This design comes from an exercise in tuning for small area, a short achievable clock period and few clock cycles per item on the open sky130 flow, not from production work. In this exercise RTL edits were held to simulation tests only and were not proved equivalent to the original.

job 5456:
Design snn_ff_core, start of the top module:
module snn_ff_core
(
    input  logic       CLK,
    input  logic       rst,
    input  logic [4:0] aer_in_addr,     
    input  logic       aer_in_req,
    output logic       aer_in_ack,
    input  logic       prog_en,
    input  logic [3:0] prog_pre,
    input  logic [2:0] prog_post,
    input  logic [7:0] prog_weight,
    output logic [2:0] aer_out_addr,
    output logic       aer_out_req,
    input  logic       aer_out_ack,
    output logic       sample_done,
    output logic [9:0] goodness
);
Size: about 1200 flip-flops, ~41 I/O pins, ~41000 um2 of cells after synthesis.
export LEC_CHECK = 0
export CAP_MARGIN = 30
export CORE_MARGIN = 2
export CORE_UTILIZATION = 50
export CTS_BUF_LIST = sky130_fd_sc_hd__clkbuf_8
export CTS_CLUSTER_DIAMETER = 60
export CTS_CLUSTER_SIZE = 16
export SETUP_SLACK_MARGIN = 5
export SLEW_MARGIN = 30
export SYNTH_HIERARCHICAL = 1
create_clock -name core_clock -period 9.0 [get_ports {CLK}]
run.sh (not shown) runs the stock make flow with config.mk's settings and CLKGATE_MAP_FILE= SYNTH_SCRIPT=/design/flow/synth_recipe.tcl, a recipe that flattens the netlist after the stock synthesis.
Job 5456 completed; timing, DRC and antenna clean
Testbench counts of job 5456, summed over its fixed seeds: cycles 31,437, samples 384.
Inputs modified between job 5456 and job 9125:
-- flow/design.v --
<<< job 5456, line 51
    logic [2:0] bq, aq;          
    logic [7:0] bw, aw;          
    always_ff @(posedge CLK) begin
        ph <= ph + 1'b1;
        bj <= prog_pre + ph + 4'd2;
        bq <= prog_post;
        bw <= prog_weight;
        aj <= bj[3:1] + 3'd1;
        aq <= bq;
        aw <= bw;
        if (rst) begin
            bv <= 1'b0;
            av <= 1'b0;
        end else begin
            bv <= prog_en;
            av <= bv & bj[0] & ~(prog_en && prog_post == bq &&
                                 prog_pre + ph + 4'd2 == bj + 4'd1);
        end
    end
    logic [NPOST-1:0] selb [NPRE/2];
>>> job 9125, line 51
    logic [2:0] bq, aq;          
    logic [7:0] bw, aw;          
    assign bv = prog_en;
    assign bj = prog_pre + ph + 4'd1;
    assign bq = prog_post;
    assign bw = prog_weight;
    always_ff @(posedge CLK) begin
        ph <= ph + 1'b1;
        aj <= bj[3:1] + 3'd1;
        aq <= bq;
        aw <= bw;
        if (rst) av <= 1'b0;
        else     av <= bv & bj[0];
    end
    logic [NPOST-1:0] selb [NPRE/2];
<<< job 5456, line 74
            for (int q = 0; q < NPOST; q++) begin
                selb[m][q] = bv && !bj[0] && bj[3:1] == 3'(m) && bq == 3'(q);
                sela[m][q] = av && aj == 3'(m) && aq == 3'(q);
            end
        end
>>> job 9125, line 69
            for (int q = 0; q < NPOST; q++) begin
                selb[m][q] = bv && !bj[0] && bj[3:1] == 3'(m) && bq == 3'(q);
                sela[m][q] = av && aj == 3'(m) && aq == 3'(q) && !selb[m][q];
            end
        end
<<< job 5456, line 229
        end else begin
            wv     <= take | (wv & ~go);
            in_rdy <= ~prog_en & ~(take ? (aer_in_addr[4] & (qn_n == QD))
                                        : (wv & ~go & wt & (qn_n == QD)));
            if (wv && !wt) begin
                for (int i = 0; i < NH; i++) begin
>>> job 9125, line 224
        end else begin
            wv     <= take | (wv & ~go);
            in_rdy <= ~(take ? (aer_in_addr[4] & (qn_n == QD))
                             : (wv & ~go & wt & (qn_n == QD)));
            if (wv && !wt) begin
                for (int i = 0; i < NH; i++) begin
--- outcome ---
Job 9125 has more setup slack than job 5456.
Diff job 5456 -> job 9125 | number of global-route vias before repair | down slightly
As of job 9125, area used by multi-input combinational logic had risen by a little under 10% compared to job 5456.
The final design area excluding fillers in job 9125 was higher than what job 5456 gave.
Between job 5456 and job 9125, the difference in average cell area after synthesis is negligible.
Delta (job 9125 minus job 5456): wire length of the first global-routing pass went up by 6.7%, routed wire length has increased, total routing usage reported by global routing picked up an extra 3.4 points, routing usage on met1 higher, number of cells produced by synthesis down about 0.66%.
[compare] base=job 5456 new=job 9125: sequential share of layout area -2.1 points; multi-input combinational gate total has decreased; number of synthesized register bits lower.
Testbench counts of job 9125, summed over its fixed seeds: cycles 31,429, samples 384.

what the ideal ports hide:
The results above use ideal ports. As a check the final layouts listed here were re-extracted and re-timed, cells and wires unchanged.
Step 1 (the two cells are an assumption about what drives the block):
set clk [get_ports {CLK}]
set_driving_cell -lib_cell sky130_fd_sc_hd__clkbuf_16 $clk
set_driving_cell -lib_cell sky130_fd_sc_hd__buf_2 [delete_from_list [all_inputs] $clk]
Step 2 times the ports against the registers' clock, not the clock port: input delays grow and output delays shrink by t, the midpoint of the rising clock arrivals with the driver on.
a / b / c = no drivers / after step 1 / after step 2; a / b = the first two.
run	t (ns)	setup WS [ns]	worst hold slack (ns)	worst register clock-pin slew, ns	cell pins on the clock port's net
job 5456	0.802	4.964 / 4.964 / 4.390	0.315 / 0.315 / 0.315	0.11 / 0.11	1
job 9125	0.845	5.022 / 4.964 / 4.220	0.309 / 0.309 / 0.309	0.11 / 0.11	1
After both steps every run listed still meets setup and hold. For job 9125, which loses most, drivers alone change the setup slack by -0.058 ns; drivers and shift together by -0.802 ns.
